From an optimization exercise on the open Yosys and OpenROAD flow, aimed at small area, a short achievable clock period and few clock cycles per item; shortcuts taken in it are not production practice. No functional check of the RTL was part of any run shown here. Power is estimated from default activity; no workload was simulated.

File: flow/design.v
`timescale 1ns/1ns
`default_nettype none
package mdPkg;
  localparam int XLen = 32;
  localparam logic [2:0] opMul    = 3'b000;
  localparam logic [2:0] opMulh   = 3'b001;
  localparam logic [2:0] opMulhsu = 3'b010;
  localparam logic [2:0] opMulhu  = 3'b011;
  localparam logic [2:0] opDiv    = 3'b100;
  localparam logic [2:0] opDivu   = 3'b101;
  localparam logic [2:0] opRem    = 3'b110;
  localparam logic [2:0] opRemu   = 3'b111;
endpackage
`default_nettype wire
`timescale 1ns/1ns
`default_nettype none
import mdPkg::*;
module multDivUnit (
  input  logic        clk,
  input  logic        reset,
  input  logic [2:0]  reqOp,
  input  logic [31:0] reqLOp,
  input  logic [31:0] reqROp,
  input  logic        reqValid,
  output logic        reqCredit,
  output logic [31:0] respResult,
  output logic        respDivByZero,
  output logic        respDivOverflow,
  output logic        respValid,
  input  logic        respCredit
);
  localparam logic [2:0] sGrant = 3'd0;   
  localparam logic [2:0] sWait  = 3'd1;   
  localparam logic [2:0] sPrep  = 3'd2;   
  localparam logic [2:0] sMul   = 3'd3;   
  localparam logic [2:0] sDiv   = 3'd4;   
  localparam logic [2:0] sCorr  = 3'd5;   
  localparam logic [2:0] sHold  = 3'd6;   
  localparam logic [2:0] sRfix  = 3'd7;   
  logic [2:0]  state;
  logic [1:0]  respCnt;
  logic [33:0] A;
  logic [34:0] H;
  logic [31:0] Lo;
  logic [4:0]  count;
  logic        isRem;
  logic        negR;
  logic        divAdd;
  logic        corr;
  logic        selLo;
  logic        dbz;
  logic        ovf;
  logic        yOne0;
  logic        yTwo0;
  logic        yInv0;
  logic        yOne1;
  logic        yTwo1;
  logic        yInv1;
  logic        yCin;
  logic        cin0;
  logic        qFix;
  function automatic logic [5:0] clz32(input logic [31:0] v);
    logic [15:0] v16;
    logic [7:0]  v8;
    logic [3:0]  v4;
    logic [1:0]  v2;
    logic        z16;
    logic        z8;
    logic        z4;
    logic        z2;
    z16 = (v[31:16] == 16'd0);
    v16 = z16 ? v[15:0] : v[31:16];
    z8  = (v16[15:8] == 8'd0);
    v8  = z8 ? v16[7:0] : v16[15:8];
    z4  = (v8[7:4] == 4'd0);
    v4  = z4 ? v8[3:0] : v8[7:4];
    z2  = (v4[3:2] == 2'd0);
    v2  = z2 ? v4[1:0] : v4[3:2];
    if (v == 32'd0) clz32 = 6'd32;
    else clz32 = {1'b0, z16, z8, z4, z2, ~v2[1]};
  endfunction
  function automatic logic [2:0] booth(input logic b1, input logic b0, input logic bm);
    booth = {b0 ^ bm, (b1 & ~b0 & ~bm) | (~b1 & b0 & bm), b1};
  endfunction
  logic        inDiv;
  logic        inSgnDiv;
  logic        inNegL;
  logic        inNegR;
  logic        inLZero;
  logic [5:0]  inLzL;
  logic [5:0]  inLzR;
  logic [2:0]  inBooth0;
  logic [2:0]  inBooth1;
  assign inDiv    = reqOp[2];
  assign inSgnDiv = reqOp[2] & ~reqOp[0];
  assign inNegL   = inSgnDiv & reqLOp[31];
  assign inNegR   = inSgnDiv & reqROp[31];
  assign inLZero  = inLzL[5] & ~inNegL;
  assign inLzL    = clz32(reqLOp ^ {32{inNegL}});
  assign inLzR    = clz32(reqROp ^ {32{inNegR}});
  assign inBooth0 = booth(reqROp[1], reqROp[0], 1'b0);
  assign inBooth1 = booth(reqROp[3], reqROp[2], reqROp[1]);
  logic [2:0]  nextBooth0;
  logic [2:0]  nextBooth1;
  assign nextBooth0 = booth(Lo[5], Lo[4], Lo[3]);
  assign nextBooth1 = booth(Lo[7], Lo[6], Lo[5]);
  logic [1:0] respCntNext;
  logic       avail;
  assign respCntNext = respCnt + {1'b0, respCredit} - {1'b0, respValid};
  assign avail       = (respCntNext != 2'd0);
  logic [36:0] aExt;
  logic [36:0] xVal;
  logic [36:0] yVal0;
  logic [36:0] yVal1;
  logic [36:0] csaS;
  logic [36:0] csaC;
  logic [36:0] sum;
  assign aExt  = {{3{A[33]}}, A};
  assign xVal  = {{2{H[34]}}, H};
  assign cin0   = yCin ^ (qFix & Lo[0]);
  assign yVal0  = (({37{yOne0}} & aExt) | ({37{yTwo0}} & {aExt[35:0], 1'b0})) ^ {37{yInv0}};
  assign yVal1 = (({37{yOne1}} & {aExt[34:0], 2'b0}) | ({37{yTwo1}} & {aExt[33:0], 3'b0})) ^ {37{yInv1}};
  assign csaS  = xVal ^ yVal0 ^ yVal1;
  assign csaC  = (xVal & yVal0) | (xVal & yVal1) | (yVal0 & yVal1);
  prefixAdd #(.N(37)) i_add (
    .a   (csaS),
    .b   ({csaC[35:0], yInv1}),
    .cin (cin0),
    .s   (sum)
  );
  logic [6:0] inShAmt;
  logic       inSkip;
  logic       qBit;
  logic       subNext;
  logic       fixNeed;
  logic       divNegL;
  logic [4:0] inLzLc;
  assign divNegL = divAdd ^ negR;
  assign qBit    = ~(sum[36] ^ negR);
  assign subNext = ~sum[36] ^ divNegL;
  assign fixNeed = isRem ? negR : divAdd;
  assign inLzLc  = (inLzL == 6'd32) ? 5'd31 : inLzL[4:0];
  assign inShAmt = {2'b0, inLzLc} + {6'd0, inNegR} - {1'b0, inLzR};
  assign inSkip  = inLZero | inShAmt[6];
  logic       lastStep;
  logic [2:0] nextState;
  logic       respNow;
  logic       corrMul;
  logic       corrDiv;
  assign lastStep = (count == 5'd0);
  always_comb begin
    nextState = state;
    respNow   = 1'b0;
    corrMul   = 1'b0;
    corrDiv   = 1'b0;
    case (state)
      sGrant: begin
        nextState = sWait;
      end
      sWait: begin
        if (reqValid) begin
          if (!inDiv) nextState = sMul;
          else if (!inSkip) nextState = sPrep;
          else respNow = 1'b1;
        end
      end
      sPrep: begin
        nextState = sDiv;
      end
      sMul: begin
        if (lastStep) begin
          if (corr) begin
            nextState = sCorr;
            corrMul   = 1'b1;
          end else begin
            respNow = 1'b1;
          end
        end
      end
      sDiv: begin
        if (lastStep) begin
          if (isRem && !qBit) begin
            nextState = sRfix;
          end else if (fixNeed) begin
            nextState = sCorr;
            corrDiv   = ~isRem;
          end else begin
            respNow = 1'b1;
          end
        end
      end
      sRfix: begin
        if (negR) nextState = sCorr;
        else respNow = 1'b1;
      end
      default: begin   
        respNow = 1'b1;
      end
    endcase
    if (respNow) nextState = avail ? sGrant : sHold;
  end
  always_ff @(posedge clk) begin
    if (reset) begin
      qFix      <= 1'b0;
      state     <= sGrant;
      respCnt   <= 2'd0;
      reqCredit <= 1'b0;
      respValid <= 1'b0;
    end else begin
      state     <= nextState;
      qFix      <= (state == sDiv) && lastStep && !isRem && fixNeed;
      respCnt   <= respCntNext;
      reqCredit <= (state == sGrant);
      respValid <= respNow && avail;
    end
  end
  always_ff @(posedge clk) begin
    {yOne0, yTwo0, yInv0, yCin} <= 4'b0000;
    {yOne1, yTwo1, yInv1}       <= 3'b000;
    case (state)
      sWait: begin
        if (reqValid) begin
          if (inDiv) begin
            yInv0 <= inNegR;
          end else begin
            {yOne0, yTwo0, yInv0} <= inBooth0;
            yCin                  <= inBooth0[0];
            {yOne1, yTwo1, yInv1} <= inBooth1;
          end
        end
      end
      sPrep: begin
        {yOne0, yInv0, yCin} <= {1'b1, ~divAdd, ~divAdd};
      end
      sMul: begin
        if (!lastStep) begin
          {yOne0, yTwo0, yInv0} <= nextBooth0;
          yCin                  <= nextBooth0[0];
          {yOne1, yTwo1, yInv1} <= nextBooth1;
        end else if (corr) begin
          yOne0 <= 1'b1;                           
        end
      end
      sDiv: begin
        if (!lastStep) begin
          {yOne0, yInv0, yCin} <= {1'b1, subNext, subNext};
        end else if (!isRem) begin
          if (fixNeed) {yOne0, yInv0, yCin} <= 3'b111;    
        end else if (!qBit) begin
          {yOne0, yInv0, yCin} <= {1'b1, divAdd, divAdd};
        end else begin
          yCin <= negR;                                   
        end
      end
      sRfix: begin
        yCin <= negR;                                     
      end
      default: begin
      end
    endcase
  end
  always_ff @(posedge clk) begin
    case (state)
      sWait: begin
        if (reqValid) H <= {{3{inNegR}}, reqROp} & {35{inDiv}};
        else H <= sum[34:0];
      end
      sMul: begin
        H <= {{2{sum[36]}}, sum[36:4]};
      end
      sDiv: begin
        if (lastStep && !isRem) H <= '0;
        else H <= sum[34:0];
      end
      default: begin
        H <= sum[34:0];
      end
    endcase
  end
  always_ff @(posedge clk) begin
    case (state)
      sWait: begin
        if (reqValid) begin
          A      <= {{2{reqLOp[31] & (inNegL | reqOp == opMulh | reqOp == opMulhsu)}}, reqLOp};
          Lo     <= (!inDiv || (inSkip && reqOp[1])) ? reqROp : {32{inLZero}};
          count  <= inDiv ? inShAmt[4:0] : 5'd7;
          isRem  <= reqOp[1];
          negR   <= inNegR;
          divAdd <= inNegL ^ inNegR;
          corr   <= ~reqOp[2] & reqOp[1] & reqROp[31];
          selLo  <= (reqOp == opMul) | (reqOp[2:1] == 2'b10) | (inDiv & inSkip);
          dbz    <= inDiv & inLZero;
          ovf    <= inLzL[5] & inNegL & (reqROp == 32'h8000_0000);
        end
      end
      sPrep: begin
        A     <= A << count;
      end
      sMul: begin
        Lo    <= {sum[3:0], Lo[31:4]};
        count <= count - 5'd1;
      end
      sDiv: begin
        Lo    <= {Lo[30:0], qBit};
        count <= count - 5'd1;
        if (lastStep) begin
          if (!isRem) begin
            A <= {2'b0, Lo[30:0], 1'b0};
            if (fixNeed) selLo <= 1'b0;
          end
        end else begin
          A <= {A[33], A[33:1]};
        end
      end
      default: begin
      end
    endcase
  end
  assign respResult      = selLo ? Lo : H[31:0];
  assign respDivByZero   = dbz;
  assign respDivOverflow = ovf;
endmodule
module prefixAdd #(
  parameter int N = 35
) (
  input  logic [N-1:0] a,
  input  logic [N-1:0] b,
  input  logic         cin,
  output logic [N-1:0] s
);
  localparam int L = $clog2(N + 1);
  logic [N:0] g [0:L];
  logic [N:0] p [0:L];
  assign g[0] = {a & b, cin};
  assign p[0] = {a ^ b, 1'b0};
  for (genvar l = 1; l <= L; l++) begin : g_level
    for (genvar i = 0; i <= N; i++) begin : g_bit
      if (i >= (1 << (l - 1))) begin : g_merge
        assign g[l][i] = g[l-1][i] | (p[l-1][i] & g[l-1][i - (1 << (l - 1))]);
        assign p[l][i] = p[l-1][i] & p[l-1][i - (1 << (l - 1))];
      end else begin : g_pass
        assign g[l][i] = g[l-1][i];
        assign p[l][i] = p[l-1][i];
      end
    end
  end
  assign s = p[0][N:1] ^ g[L][N-1:0];
endmodule
`default_nettype wire
File: flow/flow/run.sh
#!/bin/bash
# Layout flow: the standard flow (standard.sh) with two changes.
#  1. After the standard synthesis, the combinational logic is mapped again
#     by ABC for delay (flow/abc_fast.script). The flip-flops are left as
#     the standard synthesis made them (same cells, same names), and the
#     netlist is finished like the standard one (tie cells, buffered
#     pass-through wires).
#  2. The port buffers placed before global placement are the smallest
#     buffer cell instead of the tool's default pick. Every port still gets
#     one.
# Each tool's output goes to a log file of its own in this folder.
set -euo pipefail
export BUFFER_PORTS_ARGS="-buffer_cell sky130_fd_sc_hd__buf_1"
RES=orfs/results/sky130hd/multDivUnit/base
LOGS=orfs/logs/sky130hd/multDivUnit/base
LIB=$FLOW_HOME/platforms/sky130hd/lib/sky130_fd_sc_hd__tt_025C_1v80.lib
YOSYS=$FLOW_HOME/../tools/install/yosys/bin/yosys
[[ -x $YOSYS ]] || YOSYS=yosys
DELAY_PS=3000

# 1. standard synthesis
bash standard.sh synth > synth.log 2>&1
cp $RES/1_2_yosys.v remap_in.v

# only the flip-flop cells that flow/stubs.v describes may appear
SEQ=$(grep -oE "^\s*sky130_fd_sc_hd__\w+" remap_in.v | sort -u | grep -E "__(e?dfx|df[rsb]|sdf|dl[xr]|dlclkp)" | tr -d ' ' | tr '\n' ' ')
for c in $SEQ; do
  grep -q "module $c " flow/stubs.v || { echo "unexpected sequential cell $c" >&2; exit 1; }
done
# the platform's don't-use cells, as the standard synthesis passed them to ABC
DONT_USE=$(grep -m1 -oE "^abc -script .*" $LOGS/1_2_yosys.log | grep -oE -- "-dont_use [^ ]+" | tr '\n' ' ')
sed "s/{D}/$DELAY_PS/g" flow/abc_fast.script > abc_fast.script
cat > remap.ys <<EOT
read_liberty -ignore_miss_func $LIB
delete $SEQ
read_verilog flow/stubs.v
read_verilog remap_in.v
hierarchy -top multDivUnit
flatten
opt_clean -purge
abc -liberty $LIB $DONT_USE -D $DELAY_PS -script abc_fast.script
read_liberty -lib -ignore_redef $LIB
setundef -zero
splitnets
opt_clean -purge
hilomap -singleton -hicell sky130_fd_sc_hd__conb_1 HI -locell sky130_fd_sc_hd__conb_1 LO
insbuf -buf sky130_fd_sc_hd__buf_4 A X
check -assert -mapped
stat -liberty $LIB
write_verilog -noattr -nohex -nodec remapped.v
EOT
$YOSYS -s remap.ys > remap.log 2>&1
# the flip-flops must be the standard synthesis's, cell for cell and name for name
diff <(grep -oE "sky130_fd_sc_hd__(e?dfx|df[rsb]|sdf|dl[xr]|dlclkp)\w* \S+" remap_in.v | sort) \
     <(grep -oE "sky130_fd_sc_hd__(e?dfx|df[rsb]|sdf|dl[xr]|dlclkp)\w* \S+" remapped.v | sort) > ff_diff.txt
cp remapped.v $RES/1_2_yosys.v
rm -f $RES/1_synth.odb $RES/1_synth.sdc

# 2. the rest of the standard flow on the remapped netlist
bash standard.sh finish > layout.log 2>&1
File: flow/flow/abc_fast.script
strash
dch
map -D {D}
buffer -p
upsize -D {D}
dnsize -D {D}
File: flow/flow/stubs.v
// Port lists of the flip-flop cells the standard synthesis uses, so that the
// remapping keeps them as they are.
(* blackbox *) module sky130_fd_sc_hd__dfxtp_1 (input CLK, input D, output Q); endmodule
(* blackbox *) module sky130_fd_sc_hd__edfxtp_1 (input CLK, input D, input DE, output Q); endmodule
File: flow/standard.sh
#!/bin/bash
# synth_recipe.tcl (not shown) runs the flow's synth.tcl, then flattens the netlist and writes it again
# the make line also repeats each setting of config.mk as NAME=value (left out here)
make -C /OpenROAD-flow-scripts/flow DESIGN_CONFIG=/design/flow/config.mk WORK_HOME=/design/flow/orfs CLKGATE_MAP_FILE= SYNTH_SCRIPT=/design/flow/synth_recipe.tcl "${@:-finish}"
File: flow/config.mk
export PLATFORM = sky130hd
export DESIGN_NAME = multDivUnit
export DESIGN_NICKNAME = multDivUnit
export VERILOG_FILES = /design/flow/design.v
export SDC_FILE = /design/flow/constraint.sdc
export NUM_CORES = 4
export LEC_CHECK = 0
export CAP_MARGIN = 20
export CORE_MARGIN = 2
export CORE_UTILIZATION = 40
export CTS_BUF_LIST = sky130_fd_sc_hd__clkbuf_8
export SETUP_SLACK_MARGIN = 1.5
export SLEW_MARGIN = 20
File: flow/constraint.sdc
create_clock -name core_clock -period 6.0 [get_ports {clk}]
set_input_delay 1.2000 -clock core_clock [delete_from_list [all_inputs] [get_ports {clk}]]
set_output_delay 1.2000 -clock core_clock [all_outputs]
set_load 0.01 [all_outputs]
==> load_flow_metrics.sql, run 1 <==
INSERT INTO impl_metrics (metric_group, metric, value, unit) VALUES
('global_route', 'groute.layer.met3.usage', '6.19', '%'),
('route', 'viasPerCell', '6.07', ''),
('route', 'drt_first_pass_iters', '6', ''),
('sta', 'finalWorstSetupSlack', '1.19', 'ns'),
('min_path', 'worstHoldPathType', 'register to register', ''),
('worst_setup_path', 'timing.reg2reg.setup_slack', '1.27', 'ns'),
('sta', 'fin_tns_setup', '0', 'ns'),
('worst_setup_path', 'worst_setup_path_start_kind', 'input port', ''),
('floorplanning', 'num_rows', '68', ''),
('cells_and_area', 'layout-drive-gt1-share', '16.4', '%'),
('route', 'drc', '0', ''),
('clocking', 'cts_max_level', '4', ''),
('power', 'comb_power_share', '73.2', '%'),
('floorplanning', 'core-area', '0.0346', 'mm²'),
('clocking', 'cts-root-to-sink-buffers', '2', ''),
('sta', 'finalSetupViolCount', '0', ''),
('worst_setup_path', 'timing_worst_setup_path_type', 'input port to register', ''),
('worst_setup_path', 'crit_end', 'Lo[16]', ''),
('placement', 'gp_congestion', '0.991', ''),
('power', 'power_per_cell_area', '622', 'mW/mm²'),
('sta', 'period_share', '80.1', '%'),
('synth', 'synth.cell_area', '0.0141', 'mm²'),
('cells_and_area', 'design.final.nets', '2399', ''),
('outcome', 'status', 'complete, no violations', ''),
('placement', 'preCtsSetupSlack', '0.193', 'ns'),
('power', 'share_clk_of_total_power', '8.8', '%'),
('worst_setup_path', 'cp.arrival', '4.97', 'ns'),
('route', 'number_of_antenna_violating_nets_in_the_routed_design', '0', ''),
('floorplanning', 'boundaryPins', '107', ''),
('clocking', 'cts_made_buffers', '17', ''),
('route', 'detail_route.iter0.violations', '2016', ''),
('clocking', 'cts_root_buffer', 'sky130_fd_sc_hd__clkbuf_8', ''),
('power', 'switching_share', '57.9', '%'),
('worst_setup_path', 'required', '6.17', 'ns'),
('sta', 'worstMarginPinSlew', '1.37', 'ns'),
('power', 'power_frac_seq', '18.1', '%'),
('floorplanning', 'die_w', '192', 'µm'),
('route', 'avg_wl_per_cell', '23.5', 'µm'),
('clocking', 'clkTransAtPathRegs', '0.10', 'ns'),
('global_route', 'grt_overflow_total', '0', ''),
('run', 'drv_cap', '0', ''),
('worst_setup_path', 'cp-end-kind', 'register', ''),
('sta', 'slew-limit-headroom', '8.67', '%'),
('worst_setup_path', 'critical_path.max_fanout', '6', ''),
('clocking', 'cts_hold_buffers', '0', ''),
('sta', 'rsz0062_at_grt', 'true', ''),
('global_route', 'vias_in_the_first_global_route', '15700', ''),
('clocking', 'insertion_delay', '0.49', 'ns'),
('clocking', 'cts_tree', 'done', ''),
('worst_setup_path', 'critical_path.reg2reg.endpoint', 'Lo[16]', ''),
('floorplanning', 'initial_utilization', '40.7', '%'),
('sta', 'timing.final.hold_violations', '0', ''),
('global_route', 'largest_net_degree_at_the_start_of_global_routing', '68', ''),
('power', 'power_report.internal_total', '4.49', 'mW'),
('worst_setup_path', 'reg2reg_from', 'state[1]', ''),
('global_route', 'initial_antenna_violation_count', '1', ''),
('global_route', 'gr-usage-all-layers', '34.8', '%'),
('route', 'overall_routed_net_length', '65.8', 'mm'),
('placement', 'port_buffers', '106', ''),
('synth', 'ys.warnings.count', '4', ''),
('floorplanning', 'die-height', '192', 'µm'),
('route', 'routed-via-count', '17000', ''),
('floorplanning', 'floorplan.die_area', '0.0368', 'mm²'),
('cells_and_area', 'final.fill_count', '3571', ''),
('synth', 'post_synth_inst_count', '2160', ''),
('power', 'worst_ir_drop_vdd', '0.371', 'mV'),
('global_route', 'gr-usage-met1', '48.0', '%'),
('synth', 'synth.net_count', '2231', ''),
('sta', 'achievable-frequency', '208', 'MHz'),
('min_path', 'min-delay-start', 'respCnt[1]', ''),
('global_route', 'globalRouteMet2Util', '52.2', '%'),
('cells_and_area', 'area.growth.synth_to_final', '21.6', '%'),
('placement', 'hpwlAfterDp', '49.8', 'mm'),
('sta', 'clock_skew', '0.0283', 'ns'),
('global_route', 'globalRoute.busiestLayer', 'met2', ''),
('sta', 'fin_crit', '4.81', 'ns'),
('power', 'switchingPower', '6.17', 'mW'),
('sta', 'worst_hold_check_slack', '0.546', 'ns'),
('synth', 'synth.avg_cell_area', '6.53', 'µm²'),
('worst_setup_path', 'critPathLaunch', 'reqROp[20]', ''),
('global_route', 'grt_pass1_wl', '95.4', 'mm'),
('clocking', 'clkSinkCount', '128', ''),
('power', 'p_leak', '7.54', 'nW'),
('sta', 'report.final.slew_viol_count', '0', ''),
('worst_setup_path', 'worst_r2r_path_depth', '10', '');
==> metrics by stage <==
step / power, mW / area, µm² / instances / util (%)
after detailed placement: 8.99 / 14800 / 2661 / 42.8
after floorplan: 6.92 / 14100 / 2160 / -
after CTS: 10.1 / 16300 / 2773 / 47.1
final: 10.7 / 17100 / 2798 / 49.5
after global placement: 8.94 / 14800 / 2661 / 42.8
after global routing: 11.4 / 17100 / 2796 / 49.5
==> what timing repair did <==
| item | in CTS | in global routing |
|---|---|---|
| resized for setup | 120 | 145 |
| endpoints found under the setup margin | 55 | 60 |
| pin swaps | 22 | 26 |
| gates cloned | 3 | 1 |
| buffers inserted | 77 | 22 |
==> critical path, stage by stage <==
cell,delay (ns)
sky130_fd_sc_hd__buf_12,0.12
sky130_fd_sc_hd__nor4_4,0.25
sky130_fd_sc_hd__nand4_1,0.18
sky130_fd_sc_hd__nand2_1,0.12
sky130_fd_sc_hd__nand2_2,0.07
sky130_fd_sc_hd__nor2_4,0.20
sky130_fd_sc_hd__nand3_2,0.13
sky130_fd_sc_hd__nand4_4,0.13
sky130_fd_sc_hd__nand2_4,0.08
sky130_fd_sc_hd__a211oi_2,0.21
sky130_fd_sc_hd__o22ai_2,0.13
sky130_fd_sc_hd__or2_4,0.29
sky130_fd_sc_hd__or2_4,0.25
sky130_fd_sc_hd__xnor2_2,0.14
sky130_fd_sc_hd__or2_1,0.25
sky130_fd_sc_hd__nand2_2,0.08
sky130_fd_sc_hd__nand2_2,0.05
sky130_fd_sc_hd__o21a_1,0.19
sky130_fd_sc_hd__o21ai_2,0.16
sky130_fd_sc_hd__nand2_2,0.10
sky130_fd_sc_hd__a21oi_4,0.16
sky130_fd_sc_hd__buf_12,0.18
sky130_fd_sc_hd__buf_8,0.15
sky130_fd_sc_hd__o311ai_1,0.10
==> power groups by stage <==
stage          Clock (mW)  Sequential (mW)  Combinational, mW
3_3_place_gp            0             1.91               7.03
5_1_grt             0.955             1.96               8.50
2_1_floorplan           0             1.83               5.09
4_1_cts             0.927             1.90               7.29
6_report            0.933             1.93               7.80
3_5_place_dp            0             1.91               7.07
==> placed cells by master (no fill, tap or decap), types with 8 or more instances in the layout <==
cell,instances
sky130_fd_sc_hd__xor2_1,130
sky130_fd_sc_hd__inv_1,268
sky130_fd_sc_hd__buf_1,85
sky130_fd_sc_hd__a22oi_1,69
sky130_fd_sc_hd__a211oi_1,11
sky130_fd_sc_hd__a32oi_1,11
sky130_fd_sc_hd__buf_4,105
sky130_fd_sc_hd__nand3_2,14
sky130_fd_sc_hd__a221oi_1,10
sky130_fd_sc_hd__o311ai_4,8
sky130_fd_sc_hd__nand2_1,422
sky130_fd_sc_hd__o22ai_2,8
sky130_fd_sc_hd__o2111ai_1,10
sky130_fd_sc_hd__o221ai_1,12
sky130_fd_sc_hd__or2_2,19
sky130_fd_sc_hd__buf_6,31
sky130_fd_sc_hd__o21ai_0,179
sky130_fd_sc_hd__edfxtp_1,78
sky130_fd_sc_hd__a21oi_1,83
sky130_fd_sc_hd__a21oi_2,8
sky130_fd_sc_hd__clkbuf_8,19
sky130_fd_sc_hd__o311ai_1,9
sky130_fd_sc_hd__buf_2,9
sky130_fd_sc_hd__nand3_1,74
sky130_fd_sc_hd__nor2_4,9
sky130_fd_sc_hd__xnor2_1,15
sky130_fd_sc_hd__o211ai_1,28
sky130_fd_sc_hd__o22ai_1,69
sky130_fd_sc_hd__nor3_1,20
sky130_fd_sc_hd__dfxtp_1,45
sky130_fd_sc_hd__inv_2,12
sky130_fd_sc_hd__a31oi_1,13
sky130_fd_sc_hd__nand2_2,11
sky130_fd_sc_hd__nand4_1,25
sky130_fd_sc_hd__nor2_2,13
sky130_fd_sc_hd__nor2_1,215
==> state kept, by name, summed over array words and instances, names as in the netlist, 2 cells and up <==
| signal | cells |
|---|---|
| A | 34 |
| count | 5 |
| respCnt | 2 |
| Lo | 32 |
| state | 3 |
| H | 35 |
==> layer usage <==
metal,up-vias,part of all wire (%)
li1,7788,-
met2,1016,43
met5,-,0
met3,156,11
met4,0,5.1
met1,8031,41
==> final cells by class <==
class,count,area (µm²),share of cell area (%)
Timing Repair inverter,1,11.3,0.0657
Timing Repair Buffer,245,1720,10.0
Multi-Input combinational cell,1641,9860,57.5
Clock inverter,14,213,1.24
Tap cell,455,569,3.32
Sequential cell,128,3350,19.5
Antenna cell,2,5.00,0.0292
Clock buffer,18,248,1.44
Inverter,294,1170,6.84
==> worst min path at each step <==
| stage | end | slack [ns] | cells after the start |
|---|---|---|---|
| 2_1_floorplan | yCin | 0.46 | 2 |
| 3_3_place_gp | respCnt[1] | 0.51 | 2 |
| 3_5_place_dp | respCnt[1] | 0.53 | 2 |
| 4_1_cts | respCnt[1] | 0.55 | 2 |
| 5_1_grt | respCnt[1] | 0.58 | 2 |
| 6_report | respCnt[1] | 0.55 | 2 |
==> inputs of run 2 (changes only) <==
--- a/flow/design.v
+++ b/flow/design.v
@@ -48,6 +48,7 @@
   logic        divAdd;
   logic        corr;
   logic        selLo;
+  logic        forceQ;
   logic        dbz;
   logic        ovf;
   logic        yOne0;
@@ -95,7 +96,7 @@
   assign inSgnDiv = reqOp[2] & ~reqOp[0];
   assign inNegL   = inSgnDiv & reqLOp[31];
   assign inNegR   = inSgnDiv & reqROp[31];
-  assign inLZero  = inLzL[5] & ~inNegL;
+  assign inLZero  = inLzL[5] & ~reqLOp[31];
   assign inLzL    = clz32(reqLOp ^ {32{inNegL}});
   assign inLzR    = clz32(reqROp ^ {32{inNegR}});
   assign inBooth0 = booth(reqROp[1], reqROp[0], 1'b0);
@@ -282,7 +283,8 @@
       sWait: begin
         if (reqValid) begin
           A      <= {{2{reqLOp[31] & (inNegL | reqOp == opMulh | reqOp == opMulhsu)}}, reqLOp};
-          Lo     <= (!inDiv || (inSkip && reqOp[1])) ? reqROp : {32{inLZero}};
+          Lo     <= reqROp;
+          forceQ <= inDiv & inSkip & ~reqOp[1];
           count  <= inDiv ? inShAmt[4:0] : 5'd7;
           isRem  <= reqOp[1];
           negR   <= inNegR;
@@ -295,6 +297,7 @@
       end
       sPrep: begin
         A     <= A << count;
+        Lo    <= '0;
       end
       sMul: begin
         Lo    <= {sum[3:0], Lo[31:4]};
@@ -316,7 +319,7 @@
       end
     endcase
   end
-  assign respResult      = selLo ? Lo : H[31:0];
+  assign respResult      = forceQ ? {32{dbz}} : (selLo ? Lo : H[31:0]);
   assign respDivByZero   = dbz;
   assign respDivOverflow = ovf;
 endmodule
==> run 2 against run 1 <==
Net effect: still clean; global-route usage about the same; routed wire length rose by 3.2%; first-iteration DRC count rose by 11%; total power increased by 3.7%; synthesized cell count grew 5.4%; area after synthesis is 2.1% higher; design area down 3.1%; hold slack lost 0.012 ns; cell count rose by 2.5%; sequential power increased by 4%.
==> load_flow_metrics.sql, run 2 <==
INSERT INTO impl_metrics (metric_group, metric, value, unit) VALUES
('floorplanning', 'core-area', '0.0355', 'mm²'),
('cells_and_area', 'layout-drive-gt1-share', '12.7', '%'),
('sta', 'timing.final.hold_violations', '0', ''),
('global_route', 'globalRoute.busiestLayer', 'met2', ''),
('min_path', 'hold_end', 'respCnt[1]', ''),
('global_route', 'globalRouteMet2Util', '52.7', '%'),
('sta', 'achievable-frequency', '216', 'MHz'),
('worst_setup_path', 'crit_path_max_incr_delay', '0.35', 'ns'),
('global_route', 'initial_antenna_violation_count', '1', ''),
('cells_and_area', 'largest_registers', 'H x35, A x34, Lo x32', ''),
('worst_setup_path', 'path_buf_inv', '6', ''),
('power', 'power_per_cell_area', '666', 'mW/mm²'),
('sta', 'fin_tns_setup', '0', 'ns'),
('synth', 'synth.cell_area', '0.0144', 'mm²'),
('floorplanning', 'die-height', '194', 'µm'),
('cells_and_area', 'largest_register_ff_count', '35', ''),
('placement', 'gp_congestion', '1.04', ''),
('cells_and_area', 'regMostFlops', 'H', ''),
('clocking', 'clkSinkCount', '129', ''),
('global_route', 'groute.layer.met3.usage', '4.21', '%'),
('clocking', 'cts_tree', 'done', ''),
('min_path', 'min-delay-start', 'respCnt[1]', ''),
('clocking', 'cts_max_level', '4', ''),
('min_path', 'worstHoldPathType', 'register to register', ''),
('global_route', 'vias_in_the_first_global_route', '15900', ''),
('floorplanning', 'die_w', '194', 'µm'),
('power', 'worst_ir_drop_vdd', '0.421', 'mV'),
('cells_and_area', 'most_common_cell_after_layout_fill_and_taps_aside', 'sky130_fd_sc_hd__nand2_1', ''),
('route', 'drc', '0', ''),
('power', 'p_leak', '7.28', 'nW'),
('clocking', 'cts_made_buffers', '17', ''),
('floorplanning', 'initial_utilization', '40.6', '%'),
('synth', 'synth.avg_cell_area', '6.32', 'µm²'),
('worst_setup_path', 'cp.arrival', '4.86', 'ns'),
('worst_setup_path', 'worst_r2r_path_depth', '27', ''),
('clocking', 'cts_hold_buffers', '0', ''),
('placement', 'port_buffers', '106', ''),
('clocking', 'cts_root_buffer', 'sky130_fd_sc_hd__clkbuf_8', ''),
('worst_setup_path', 'timing_worst_setup_path_type', 'input port to register', ''),
('clocking', 'clkTransAtPathRegs', '0.10', 'ns'),
('sta', 'finalSetupViolCount', '0', ''),
('worst_setup_path', 'critical_path.reg2reg.endpoint', 'state[2]', ''),
('route', 'drt_first_pass_iters', '6', ''),
('synth', 'ys.warnings.count', '4', ''),
('route', 'detail_route.iter0.violations', '2242', ''),
('cells_and_area', 'design.final.nets', '2464', ''),
('synth', 'post_synth_inst_count', '2277', ''),
('sta', 'rsz0062_at_grt', 'true', ''),
('run', 'drv_cap', '0', ''),
('sta', 'fin_crit', '4.62', 'ns'),
('global_route', 'grt_pass1_wl', '99.7', 'mm'),
('worst_setup_path', 'timing.reg2reg.setup_slack', '1.63', 'ns'),
('sta', 'finalWorstSetupSlack', '1.38', 'ns'),
('worst_setup_path', 'most_common_cell_on_crit_path', 'sky130_fd_sc_hd__nand2_1', ''),
('global_route', 'largest_net_degree_at_the_start_of_global_routing', '69', ''),
('cells_and_area', 'final.fill_count', '3815', ''),
('placement', 'preCtsSetupSlack', '0.571', 'ns'),
('sta', 'clock_skew', '0.0139', 'ns'),
('cells_and_area', 'area.growth.synth_to_final', '15.3', '%'),
('outcome', 'status', 'complete, no violations', ''),
('floorplanning', 'num_rows', '69', ''),
('worst_setup_path', 'reg2reg_from', 'yTwo1', ''),
('route', 'viasPerCell', '6.04', ''),
('worst_setup_path', 'critical_path.top_delay_family', 'simple AND/OR/NAND/NOR gates', ''),
('worst_setup_path', 'cp_slowest_cell', 'sky130_fd_sc_hd__nor4_4', ''),
('route', 'overall_routed_net_length', '67.9', 'mm'),
('worst_setup_path', 'required', '6.23', 'ns'),
('route', 'number_of_antenna_violating_nets_in_the_routed_design', '0', ''),
('floorplanning', 'boundaryPins', '107', ''),
('global_route', 'grt_overflow_total', '0', ''),
('worst_setup_path', 'critical_path.max_fanout', '5', ''),
('global_route', 'gr-usage-all-layers', '34.8', '%'),
('route', 'routed-via-count', '17300', ''),
('floorplanning', 'floorplan.die_area', '0.0375', 'mm²'),
('global_route', 'gr-usage-met1', '49.0', '%'),
('route', 'avg_wl_per_cell', '23.7', 'µm'),
('sta', 'slew-limit-headroom', '38.1', '%'),
('placement', 'hpwlAfterDp', '52.7', 'mm'),
('sta', 'report.final.slew_viol_count', '0', ''),
('synth', 'synth.net_count', '2348', ''),
('worst_setup_path', 'worst_setup_path_start_kind', 'input port', ''),
('worst_setup_path', 'critPathLaunch', 'reqROp[24]', ''),
('clocking', 'insertion_delay', '0.49', 'ns'),
('sta', 'worstMarginPinSlew', '0.927', 'ns'),
('cells_and_area', 'final_cell_mix', 'sky130_fd_sc_hd__nand2_1, sky130_fd_sc_hd__inv_1, sky130_fd_sc_hd__nor2_1, sky130_fd_sc_hd__o21ai_0, sky130_fd_sc_hd__a21oi_1', ''),
('sta', 'period_share', '77.1', '%'),
('clocking', 'cts-root-to-sink-buffers', '2', ''),
('worst_setup_path', 'cp-end-kind', 'register', ''),
('min_path', 'hold-path-cell-count', '2', '');
run 2: cell count changes in the layout (fill, tap and decap cells not counted), sizes merged, moves of 18 or more:
cell | before | now
nor2 | 238 | 256
a22oi | 70 | 49
buf | 238 | 195
o311ai | 28 | 8
nand3 | 88 | 65
a21oi | 95 | 167
o21ai | 189 | 231
nand2 | 438 | 481
a31oi | 16 | 34
run 2: worst max path at each step:
stage	end	slack [ns]	depth (start not counted)
after global routing	state[1]	1.13	29
final	selLo	1.38	27
after CTS	state[1]	1.50	29
after floorplan	count[4]	1.64	25
after global placement	count[4]	0.61	25
after detailed placement	state[1]	0.57	30
run 2: worst reg2reg max path, delay by kind of cell (launching register included):
family | cells | cell delay, ns
compound gates | 6 | 0.80
simple gates | 12 | 1.96
buf+inv | 7 | 0.77
flops | 1 | 0.39
xor+xnor | 2 | 0.34
run 2: area by class of cell:
cell class / instances / area [µm²] / area share [%]
inverter: 291 / 1140 / 6.85
antenna: 1 / 2.50 / 0.0151
timing repair buffer: 197 / 1210 / 7.26
tap: 461 / 577 / 3.47
timing repair inverter: 1 / 11.3 / 0.0678
multi-input combinational: 1756 / 9920 / 59.7
clock buffer: 17 / 234 / 1.41
sequential: 129 / 3390 / 20.4
clock inverter: 15 / 135 / 0.814
run 2: timing repair:
| item | in CTS | in global routing |
|---|---|---|
| resized for setup | 70 | 106 |
| setup buffers | 24 | 20 |
| endpoints found under the setup margin | 23 | 26 |
| pin swaps | 20 | 41 |
| gates cloned | 0 | 1 |
run 2: power breakdown:
group | internal, mW | leakage [nW] | switching [mW]
logic | 2.57 | 5.93 | 5.70
clock network | 0.306 | 0.191 | 0.466
registers | 1.52 | 1.16 | 0.484
total | 4.40 | 7.28 | 6.65
run 2: routing by layer:
| layer | part of all wire [%] | wire (µm) |
|---|---|---|
| met1 | 42 | 28600 |
| met3 | 9.9 | 6730 |
| met5 | 0 | 0 |
| met4 | 5.0 | 3360 |
| met2 | 43 | 29200 |
run 2: stage by stage:
step	instances	power, mW	hold WS [ns]	cell area [µm²]	util, %
detailed placement	2788	9.50	0.514	15200	42.8
global route	2868	11.8	0.572	16600	46.8
floorplan	2277	7.14	0.481	14400	-
global placement	2788	9.49	0.518	15200	42.8
finish	2868	11.1	0.534	16600	46.8
CTS	2844	10.4	0.539	16000	45.0

## afterwards: timing with drivers on the ports
In the flow no input, the clock included, has a driving cell. The finished layouts below were timed again as built, in two steps.
Step 1, drivers: a clkbuf_16 drives clk and a buf_2 each remaining input, both assumed.
Step 2 also shifts input and output timing later by t, the mid clock arrival at the registers, as if the neighbouring blocks saw the same clock.
a / b / c = ideal / step 1 / step 2; a / b = the first two.
run	t, ns	setup slack, ns	worst data-port slew with drivers (ns)
run 1	0.526	1.194 / 1.192 / 0.666	0.07
run 2	0.532	1.377 / 1.357 / 0.825	0.10
After both steps every run listed still meets setup and hold. For run 2, which loses most, drivers alone change the setup slack by -0.020 ns; drivers and shift together by -0.552 ns.
